From an optimization exercise on the open Yosys and OpenROAD flow, aimed at small area, a short achievable clock period and few clock cycles; shortcuts taken in it are not production practice. Where RTL was checked, it was by simulation tests only, not by an equivalence proof against the original. Power and IR drop assume default switching activity.

## chip8_cpu
module chip8_cpu #(
  parameter int TICK_DIV = 64,
  parameter int STACK_DEPTH = 16
) (
  input wire clk,
  input wire reset,
  input wire mem_req_ready,
  input wire mem_rsp_valid,
  input wire chip8_bus_pkg::data_t mem_rdata,
  output logic mem_req_valid,
  output logic mem_req_write,
  output chip8_bus_pkg::addr_t mem_addr,
  output chip8_bus_pkg::data_t mem_wdata
);
  chip8_isa_pkg::reg_idx_t rd_x_idx;
  chip8_isa_pkg::reg_idx_t rd_y_idx;
  chip8_isa_pkg::reg_idx_t wr_idx;
  chip8_bus_pkg::data_t rd_x_data;
  chip8_bus_pkg::data_t rd_y_data;
  chip8_bus_pkg::data_t v0_data;
  chip8_bus_pkg::data_t wr_data;
  chip8_bus_pkg::data_t timer_value;
  chip8_bus_pkg::data_t timer_load_value;
  chip8_bus_pkg::addr_t stack_top;
  chip8_bus_pkg::addr_t push_addr;
  logic wr_en;
  logic flag_wr_en;
  logic flag_data;
  logic stack_push;
  logic stack_pop;
  logic timer_load;
  chip8_control chip8_control_inst (
    .clk, .reset,
  ...
For scale: about 2500 cells after synthesis, about 0.024 mm2 of cells after synthesis.
==> flow/config.mk <==
export PLATFORM = sky130hd
export DESIGN_NAME = chip8_cpu
export DESIGN_NICKNAME = chip8_cpu
export VERILOG_FILES = /design/flow/design.v
export SDC_FILE = /design/flow/constraint.sdc
export NUM_CORES = 4
export LEC_CHECK = 0
export ABC_AREA = 1
export ABC_CLOCK_PERIOD_IN_PS = 3000
export CAP_MARGIN = 20
export CORE_MARGIN = 2
export CORE_UTILIZATION = 55
export SETUP_SLACK_MARGIN = 5
export SLEW_MARGIN = 20
==> flow/constraint.sdc <==
create_clock -name core_clock -period 10.0 [get_ports {clk}]
set_input_delay 2.0000 -clock core_clock [delete_from_list [all_inputs] [get_ports {clk}]]
set_output_delay 2.0000 -clock core_clock [all_outputs]
set_load 0.01 [all_outputs]
standard.sh (not shown) runs the stock make flow with config.mk's settings and CLKGATE_MAP_FILE= SYNTH_SCRIPT=/design/flow/synth_recipe.tcl, a recipe that flattens the netlist after the stock synthesis.
==> flow/flow/run.sh <==
#!/bin/bash
# the standard layout, with its timing repair aiming for a larger setup margin,
# plain buffers on the ports and cell sizing not held to the same footprint
set -euo pipefail
bash standard.sh SETUP_SLACK_MARGIN=6.5 MATCH_CELL_FOOTPRINT=0 "BUFFER_PORTS_ARGS=-buffer_cell sky130_fd_sc_hd__buf_4" finish > standard.log 2>&1
The first run ran to the end with no violations.
Testbench counts at the start, summed over its fixed seeds: cycles 560,864.
Next try:
==> flow/flow/run.sh (replaced) <==
#!/bin/bash
# the standard layout, with its timing repair aiming for a larger setup margin,
# plain buffers on the ports, cell sizing not held to the same footprint, and
# the floorplan's timing repair left to the later, placement-aware repairs
set -euo pipefail
bash standard.sh SETUP_SLACK_MARGIN=6.5 MATCH_CELL_FOOTPRINT=0 REMOVE_ABC_BUFFERS=1 "BUFFER_PORTS_ARGS=-buffer_cell sky130_fd_sc_hd__buf_4" finish > standard.log 2>&1
- CORE_UTILIZATION: 55 -> 40
- CTS_BUF_LIST: default -> sky130_fd_sc_hd__clkbuf_8
- CTS_CLUSTER_DIAMETER: default -> 60
Total power is higher by 2.2%.
Cell count is higher by 10%.
Worst setup slack is better by 17 ps.
Die area came out higher by 37%.
Routed wire length increases by 8.1%.
Non-clock buffer count came out higher by 26.
Count of clock-buffer cells in the layout went up by 24.
Via count increases by 0.68%.
Core utilization shrinks by 18 points.
Fmax grows by 0.49%.
Design area grows by 1.2%.
Next try:
==> flow/flow/run.sh (replaced) <==
#!/bin/bash
# the standard layout, with its timing repair aiming for a larger setup margin,
# plain buffers on the ports and cell sizing not held to the same footprint
set -euo pipefail
bash standard.sh SETUP_SLACK_MARGIN=6.5 MATCH_CELL_FOOTPRINT=0 "BUFFER_PORTS_ARGS=-buffer_cell sky130_fd_sc_hd__buf_4" finish > standard.log 2>&1
- CORE_UTILIZATION: 40 -> 60
- CTS_BUF_LIST: sky130_fd_sc_hd__clkbuf_8 -> default
- CTS_CLUSTER_DIAMETER: 60 -> default
- PLACE_DENSITY: default -> 0.75
After rerunning:
- clock power rises by about 10%
- utilization is higher by 24 points
- non-clock buffer count drops by 38
- power rises by about 0.7%
Next try:
==> flow/flow/run.sh (replaced) <==
#!/bin/bash
# the standard layout, with its timing repair aiming for a larger setup margin,
# plain buffers on the ports and cell sizing not held to the same footprint
set -euo pipefail
bash standard.sh SETUP_SLACK_MARGIN=6.2 MATCH_CELL_FOOTPRINT=0 "BUFFER_PORTS_ARGS=-buffer_cell sky130_fd_sc_hd__buf_4" finish > standard.log 2>&1
- CORE_UTILIZATION: 60 -> 40
- PLACE_DENSITY: 0.75 -> default
After rerunning:
- worst setup slack gets worse by 270 ps
- area after synthesis does not change
- first-iteration DRC count is lower by 19%
- cell area is lower by 1.3%
- global-route usage is lower by 11 points
- flip-flop and latch count does not change
- via count is lower by 3.2%
- register-to-register slack gets worse by 330 ps
- critical path depth is higher by 10
- combinational power is lower by about 3%


== wip/garnet ==
Another version of the RTL of chip8_cpu (not shown whole).
Size: about 34 I/O pins, roughly 24000 µm² of cells after synthesis.
==> flow/config.mk <==
export PLATFORM = sky130hd
export DESIGN_NAME = chip8_cpu
export DESIGN_NICKNAME = chip8_cpu
export VERILOG_FILES = /design/flow/design.v
export SDC_FILE = /design/flow/constraint.sdc
export NUM_CORES = 4
export LEC_CHECK = 0
export ABC_AREA = 1
export ABC_CLOCK_PERIOD_IN_PS = 3000
export CAP_MARGIN = 20
export CORE_MARGIN = 2
export CORE_UTILIZATION = 40
export SETUP_SLACK_MARGIN = 5
export SLEW_MARGIN = 20
==> flow/constraint.sdc <==
create_clock -name core_clock -period 10.0 [get_ports {clk}]
set_input_delay 2.0000 -clock core_clock [delete_from_list [all_inputs] [get_ports {clk}]]
set_output_delay 2.0000 -clock core_clock [all_outputs]
set_load 0.01 [all_outputs]
==> flow/flow/run.sh <==
#!/bin/bash
# the standard layout, with its timing repair aiming for a larger setup margin,
# plain buffers on the ports and cell sizing not held to the same footprint
set -euo pipefail
bash standard.sh SETUP_SLACK_MARGIN=6.8 MATCH_CELL_FOOTPRINT=0 "BUFFER_PORTS_ARGS=-buffer_cell sky130_fd_sc_hd__buf_4" finish > standard.log 2>&1
wip/garnet finished all stages; the layout is clean.
The following lists how wip/violet was set up differently from wip/garnet:
- ABC_AREA: 1 -> unset
==> flow/flow/run.sh <==
#!/bin/bash
# the standard layout, with its timing repair aiming for a larger setup margin,
# plain buffers on the ports, cell sizing not held to the same footprint and
# larger clock tree clusters
set -euo pipefail
bash standard.sh SETUP_SLACK_MARGIN=6.5 MATCH_CELL_FOOTPRINT=0 "BUFFER_PORTS_ARGS=-buffer_cell sky130_fd_sc_hd__buf_4" \
  CTS_CLUSTER_SIZE=30 "CTS_BUF_LIST=sky130_fd_sc_hd__clkbuf_8 sky130_fd_sc_hd__clkbuf_4" finish > standard.log 2>&1
### Flow results
Compared to wip/garnet, wip/violet leaves more free space in the core.
Max clock network fraction of total power across wip/violet and wip/garnet: wip/violet
Diff wip/garnet..wip/violet | power in the clock group | negligible
The depth of the worst register-to-register path in wip/violet was lower than what wip/garnet gave.
Between wip/garnet and wip/violet, final area decreased.
Between wip/garnet and wip/violet, the cell count went down.
Changes observed in wip/violet relative to wip/garnet: final critical delay including setup and external delays rose by 0.13 ns; number of vias in the routed layout went down by 687; relative area change from synthesis to final layout now smaller; flip-flop and latch share of the layout cell area shows an increase of 1.4 points.
Inputs modified between wip/violet and wip/sierra:
- putting ABC_AREA at 1 where nothing was set
==> flow/flow/run.sh <==
#!/bin/bash
# the standard layout, with its timing repair aiming for a larger setup margin,
# plain buffers on the ports and cell sizing not held to the same footprint
set -euo pipefail
bash standard.sh SETUP_SLACK_MARGIN=6.5 MATCH_CELL_FOOTPRINT=0 "BUFFER_PORTS_ARGS=-buffer_cell sky130_fd_sc_hd__buf_4" finish > standard.log 2>&1
- wip/sierra | status: complete | timing, DRC, antenna: pass
- Compared with wip/violet, wip/sierra shows a higher largest incremental delay on the critical path.
- Fmax: wip/sierra higher than wip/violet
- The smallest setup slack after layout number comes out lower for wip/violet vs wip/sierra.
- Side by side, reported net switching power turned out higher in wip/sierra than in wip/violet.
- Run comparison: wip/sierra startpoint-to-endpoint class of the critical path in -> reg; wip/violet startpoint-to-endpoint class of the critical path reg -> reg
- wip/sierra improves on wip/violet in combined area of all synthesized cells.
- On fraction of final layout cells with drive strength greater than 1: between wip/sierra and wip/violet, it ends up higher for wip/violet.
- Comparing wip/sierra and wip/violet, the lower count of placed standard cells including taps was measured on wip/violet.
- wip/sierra ended up with nand2_1 as its most common library cell in the layout ignoring fill and taps; wip/violet ended up with edfxtp_1.
- When wip/sierra is set beside wip/violet, its power after layout turns out to be 2.8% larger.
- Wire length, wip/sierra and wip/violet: smaller value in wip/sierra
- Global-route wire length before repair delta for wip/sierra relative to wip/violet: about 6% lower
- Relative to wip/violet, critical path depth decreased by 1 in wip/sierra.
No run of this note included a check of the RTL's function; only the layout flow was run.


Another version of the RTL of chip8_cpu (not shown whole).
For scale: ~2300 cells after synthesis, ~430 flip-flops, ~25000 sq um of cells after synthesis.
Design chip8_cpu, start of the top module:
module chip8_cpu #(
  parameter int TICK_DIV = 64,
  parameter int STACK_DEPTH = 16
) (
  input wire clk,
  input wire reset,
  input wire mem_req_ready,
  input wire mem_rsp_valid,
  input wire chip8_bus_pkg::data_t mem_rdata,
  output logic mem_req_valid,
  output logic mem_req_write,
  output chip8_bus_pkg::addr_t mem_addr,
  output chip8_bus_pkg::data_t mem_wdata
);
clock: 10.0 ns
lec_check: 0
cap_margin: 20
core_margin: 2
core_utilization: 40
slew_margin: 20
run.sh (not shown) runs the stock make flow with config.mk's settings and CLKGATE_MAP_FILE= SYNTH_SCRIPT=/design/flow/synth_recipe.tcl, a recipe that flattens the netlist after the stock synthesis.
Stock flow here: none of the scripts above is used.
Testbench counts at the start, summed over its fixed seeds: cycles 577,562.
Change:
--- a/flow/config.mk
+++ b/flow/config.mk
@@ -7,2 +7,3 @@
 export LEC_CHECK = 0
+export ABC_CLOCK_PERIOD_IN_PS = 4000
 export CAP_MARGIN = 20
@@ -10,2 +11,3 @@
 export CORE_UTILIZATION = 40
+export SETUP_SLACK_MARGIN = 5
 export SLEW_MARGIN = 20
What happened: The new run went through all stages and came out clean. Maximum frequency came out higher by a quarter to a third. Area after synthesis is unchanged. Total power came out higher by a few percent. Sequential power stays flat. Via count came out higher by a few percent. Synthesized cell count does not change. Count of clock-buffer cells in the layout came out lower by 4. Setup slack is better by 1.4 ns.


chip8_cpu, a different RTL version from the one above (not shown whole).
Size in the first run: about 2,400 cells after synthesis, roughly 34 I/O pins.
clock: 10.0 ns
lec_check: 0
abc_clock_period_in_ps: 3000
cap_margin: 20
core_margin: 2
core_utilization: 40
setup_slack_margin: 5
slew_margin: 20
standard.sh (not shown) runs the stock make flow with config.mk's settings and CLKGATE_MAP_FILE= SYNTH_SCRIPT=/design/flow/synth_recipe.tcl, a recipe that flattens the netlist after the stock synthesis.
==> flow/flow/run.sh <==
#!/bin/bash
# the standard layout, with its timing repair aiming for a larger setup margin
set -euo pipefail
bash standard.sh SETUP_SLACK_MARGIN=6.5 finish > standard.log 2>&1
Testbench counts at the start, summed over its fixed seeds: cycles 577,562.
Rerun with:
==> flow/run.sh (new file) <==
#!/bin/bash
# synth_recipe.tcl (not shown) runs the flow's synth.tcl, then flattens the netlist and writes it again
# the make line also repeats each setting of config.mk as NAME=value (left out here)
make -C /OpenROAD-flow-scripts/flow DESIGN_CONFIG=/design/flow/config.mk WORK_HOME=/design/flow/orfs CLKGATE_MAP_FILE= SYNTH_SCRIPT=/design/flow/synth_recipe.tcl finish
- ABC_CLOCK_PERIOD_IN_PS: 3000 -> default
- SETUP_SLACK_MARGIN: 5 -> default
removed: flow/flow/run.sh
removed: flow/standard.sh
Effect:
- The changed run produced a clean layout
- wire length decreases by 11%
- cell count decreases by 5.4%
- register-to-register slack got worse by 1.3 ns
- total power decreases by 4.6%
Rerun with:
==> flow/flow/run.sh (new file) <==
#!/bin/bash
# the standard layout, with its timing repair aiming for a larger setup margin
set -euo pipefail
bash standard.sh SETUP_SLACK_MARGIN=7.5 finish > standard.log 2>&1
==> flow/standard.sh (new file) <==
#!/bin/bash
# synth_recipe.tcl (not shown) runs the flow's synth.tcl, then flattens the netlist and writes it again
# the make line also repeats each setting of config.mk as NAME=value (left out here)
make -C /OpenROAD-flow-scripts/flow DESIGN_CONFIG=/design/flow/config.mk WORK_HOME=/design/flow/orfs CLKGATE_MAP_FILE= SYNTH_SCRIPT=/design/flow/synth_recipe.tcl "${@:-finish}"
- ABC_CLOCK_PERIOD_IN_PS: default -> 3000
- SETUP_SLACK_MARGIN: default -> 5
removed: flow/run.sh
Outcome: The changed run passed the timing, design-rule and antenna checks; count of clock-buffer cells in the layout came out higher by 9; via count rises by about 15%; worst setup slack improved by 1.6 ns.
Rerun with:
==> flow/run.sh (new file) <==
#!/bin/bash
# synth_recipe.tcl (not shown) runs the flow's synth.tcl, then flattens the netlist and writes it again
# the make line also repeats each setting of config.mk as NAME=value (left out here)
make -C /OpenROAD-flow-scripts/flow DESIGN_CONFIG=/design/flow/config.mk WORK_HOME=/design/flow/orfs CLKGATE_MAP_FILE= SYNTH_SCRIPT=/design/flow/synth_recipe.tcl finish
removed: flow/flow/run.sh
removed: flow/standard.sh
=> Setup slack degrades by 0.84 ns. Core utilization shrinks by 11 points. Worst hold slack hardly moves. Sequential share of layout area grows by 8.2 points. Clock skew grows by 0.032 ns. Power shrinks by 8.0%. Combinational power shrinks by 30%. Via count shrinks by 13%. Routed wire length shrinks by 20%. Clock power grows by 16%.


Setup of pepper:
Another version of the RTL of chip8_cpu (not shown whole).
Size: about 34 I/O pins, about 0.024 mm² of cells after synthesis.
==> flow/config.mk <==
export PLATFORM = sky130hd
export DESIGN_NAME = chip8_cpu
export DESIGN_NICKNAME = chip8_cpu
export VERILOG_FILES = /design/flow/design.v
export SDC_FILE = /design/flow/constraint.sdc
export NUM_CORES = 4
export LEC_CHECK = 0
export ABC_AREA = 1
export ABC_CLOCK_PERIOD_IN_PS = 3000
export CAP_MARGIN = 20
export CORE_MARGIN = 2
export CORE_UTILIZATION = 40
export CTS_BUF_LIST = sky130_fd_sc_hd__clkbuf_8
export CTS_CLUSTER_DIAMETER = 60
export SETUP_SLACK_MARGIN = 5
export SLEW_MARGIN = 20
==> flow/constraint.sdc <==
create_clock -name core_clock -period 10.0 [get_ports {clk}]
set_input_delay 2.0000 -clock core_clock [delete_from_list [all_inputs] [get_ports {clk}]]
set_output_delay 2.0000 -clock core_clock [all_outputs]
set_load 0.01 [all_outputs]
==> flow/flow/run.sh <==
#!/bin/bash
# the standard layout, with its timing repair aiming for a larger setup margin,
# plain buffers on the ports and cell sizing not held to the same footprint
set -euo pipefail
bash standard.sh SETUP_SLACK_MARGIN=6.4 MATCH_CELL_FOOTPRINT=0 "BUFFER_PORTS_ARGS=-buffer_cell sky130_fd_sc_hd__buf_4" finish > standard.log 2>&1
Testbench counts of pepper, summed over its fixed seeds: cycles 560,864.
Inputs modified between pepper and willow:
-- flow/flow/run.sh --
<<< pepper, line 5
bash standard.sh SETUP_SLACK_MARGIN=6.4 MATCH_CELL_FOOTPRINT=0 "BUFFER_PORTS_ARGS=-buffer_cell sky130_fd_sc_hd__buf_4" finish > standard.log 2>&1
>>> willow, line 5
bash standard.sh SETUP_SLACK_MARGIN=6.5 MATCH_CELL_FOOTPRINT=0 "BUFFER_PORTS_ARGS=-buffer_cell sky130_fd_sc_hd__buf_4" finish > standard.log 2>&1
CTS buffer count (higher): pepper. Reported for pepper and willow, sum of negative setup slack turned out identical to the last digit. The worst hold slack on pepper is in line with that on willow. Run comparison: pepper library cell contributing the largest single delay on the critical path dfxtp_2; willow library cell contributing the largest single delay on the critical path o21ai_2. Delta (willow minus pepper): synthesized instance count level; detailed route wirelength on metal2 moved up. Sort pepper and willow by worst path required time desc -> top: pepper. Diff pepper -> willow: initial antenna violation count went up 1, total placed instance area went up about 0.4%, static leakage held.
#### Input delta (juniper over willow)
- CORE_UTILIZATION: 40 -> 60
-- flow/flow/run.sh --
<<< willow, line 5
bash standard.sh SETUP_SLACK_MARGIN=6.5 MATCH_CELL_FOOTPRINT=0 "BUFFER_PORTS_ARGS=-buffer_cell sky130_fd_sc_hd__buf_4" finish > standard.log 2>&1
>>> juniper, line 5
bash standard.sh SETUP_SLACK_MARGIN=6.6 MATCH_CELL_FOOTPRINT=0 "BUFFER_PORTS_ARGS=-buffer_cell sky130_fd_sc_hd__buf_4" finish > standard.log 2>&1
Notes after the runs:
juniper completed end to end with timing, DRC and antenna clean.
Relative to willow, first-pass GRT wire length increased by about 1.6% in juniper.
juniper -> willow: share of the synthesized area in compound gates (AO/OA/AOI/OAI) delta 0, exact match
When juniper is set beside willow, its fraction of final layout cells sized beyond drive strength 1 turns out to be 4.3 points larger.
The inputs of cedar differ from those of juniper as listed below.
- CORE_UTILIZATION now 40, was 60
-- flow/flow/run.sh --
<<< juniper, line 5
bash standard.sh SETUP_SLACK_MARGIN=6.6 MATCH_CELL_FOOTPRINT=0 "BUFFER_PORTS_ARGS=-buffer_cell sky130_fd_sc_hd__buf_4" finish > standard.log 2>&1
>>> cedar, line 5
bash standard.sh SETUP_SLACK_MARGIN=6.7 MATCH_CELL_FOOTPRINT=0 "BUFFER_PORTS_ARGS=-buffer_cell sky130_fd_sc_hd__buf_4" finish > standard.log 2>&1
### Flow results
cedar was carried through to the last stage, and its layout satisfied the timing, design-rule and antenna checks.
Diff juniper -> cedar: sequential cell area about even, core area rose 50%, setup slack rose 0.13 ns.
For juniper, the worst setup path endpoint was chip8_control_inst.rq_a[11]$_DFFE_PN_, unlike cedar, where it was chip8_call_stack_inst.count[3]$_DFFE_PP0P_.
A beginning of the critical path of mem_rsp_valid is what cedar shows, while chip8_control_inst.hi_b_op$_DFFE_PP_ belongs to juniper.
Modified inputs, indigo compared to cedar
- changing CTS_CLUSTER_DIAMETER from 60 to 40
- changing CTS_BUF_LIST from sky130_fd_sc_hd__clkbuf_8 to sky130_fd_sc_hd__clkbuf_4
-- flow/flow/run.sh --
<<< cedar, line 5
bash standard.sh SETUP_SLACK_MARGIN=6.7 MATCH_CELL_FOOTPRINT=0 "BUFFER_PORTS_ARGS=-buffer_cell sky130_fd_sc_hd__buf_4" finish > standard.log 2>&1
>>> indigo, line 5
bash standard.sh SETUP_SLACK_MARGIN=6.5 MATCH_CELL_FOOTPRINT=0 "BUFFER_PORTS_ARGS=-buffer_cell sky130_fd_sc_hd__buf_4" finish > standard.log 2>&1
--- outcome ---
cedar → indigo: average via count per standard cell dropped 1.6%, count of clock-buffer cells in the layout climbed 110%, worst hold slack barely changed, post-layout net count dropped 58.
Slowest library cell on the worst path: a211oi_2 -> cedar, edfxtp_1 -> indigo
Comparing layout-stage area growth over the synthesis result for cedar and indigo, the smaller number came from indigo.

-- port drivers added, routing unchanged --
In the flow no input, the clock included, has a driving cell. The finished layouts below were timed again as built, in two steps. Step 1: set_driving_cell puts a clkbuf_16 on clk and a buf_2 on each other input, an assumption about the parent block. Step 2 also shifts input and output timing later by t, the mid clock arrival at the registers, as if the neighbouring blocks saw the same clock. Three values: ideal, step 1, step 2; two values: the first two.
run | t (ns) | slack for setup (ns) | worst hold slack (ns) | worst setup path after step 2 | clock arrival spread, ns
the first run of note 1 | 0.651 | 6.432 / 6.464 / 5.814 | 0.500 / 0.500 / 0.500 | input to register | 0.021 / 0.021
the second run of note 1 | 0.728 | 6.450 / 6.422 / 5.695 | 0.479 / 0.479 / 0.479 | input to register | 0.047 / 0.047
the third run of note 1 | 0.655 | 6.508 / 6.539 / 5.885 | 0.456 / 0.456 / 0.456 | input to register | 0.030 / 0.031
the fourth run of note 1 | 0.665 | 6.234 / 6.234 / 5.628 | 0.461 / 0.461 / 0.461 | input to register | 0.021 / 0.021
wip/garnet | 0.673 | 6.567 / 6.564 / 5.891 | 0.466 / 0.466 / 0.466 | input to register | 0.039 / 0.039
wip/violet | 0.748 | 6.438 / 6.438 / 5.758 | 0.485 / 0.485 / 0.485 | input to register | 0.044 / 0.043
wip/sierra | 0.669 | 6.450 / 6.455 / 5.814 | 0.471 / 0.471 / 0.471 | input to register | 0.042 / 0.041
the first run of note 3 | 0.670 | 3.662 / 3.662 / 3.619 | 0.487 / 0.487 / 0.487 | input to register | 0.054 / 0.054
the second run of note 3 | 0.651 | 5.068 / 5.071 / 4.449 | 0.468 / 0.468 / 0.468 | input to register | 0.062 / 0.062
the first run of note 4 | 0.682 | 5.834 / 5.847 / 5.165 | 0.474 / 0.474 / 0.474 | input to register | 0.035 / 0.035
the second run of note 4 | 0.677 | 4.320 / 4.356 / 3.679 | 0.459 / 0.459 / 0.459 | input to register | 0.060 / 0.059
the third run of note 4 | 0.674 | 5.895 / 5.907 / 5.233 | 0.457 / 0.457 / 0.457 | input to register | 0.025 / 0.024
the fourth run of note 4 | 0.679 | 5.055 / 5.094 / 4.414 | 0.459 / 0.459 / 0.459 | input to register | 0.057 / 0.057
pepper | 0.715 | 6.383 / 6.383 / 5.737 | 0.459 / 0.459 / 0.459 | input to register | 0.052 / 0.052
willow | 0.738 | 6.503 / 6.482 / 5.744 | 0.460 / 0.460 / 0.460 | input to register | 0.050 / 0.050
juniper | 0.707 | 6.490 / 6.490 / 5.861 | 0.457 / 0.457 / 0.457 | input to register | 0.029 / 0.028
cedar | 0.741 | 6.618 / 6.564 / 5.869 | 0.457 / 0.457 / 0.457 | input to register | 0.043 / 0.042
indigo | 0.989 | 6.449 / 6.395 / 5.629 | 0.459 / 0.459 / 0.459 | input to register | 0.051 / 0.052
After both steps setup and hold are still met in every run listed. The setup slack of indigo, which loses most, moves by -0.054 ns with the drivers and by -0.820 ns with both steps.
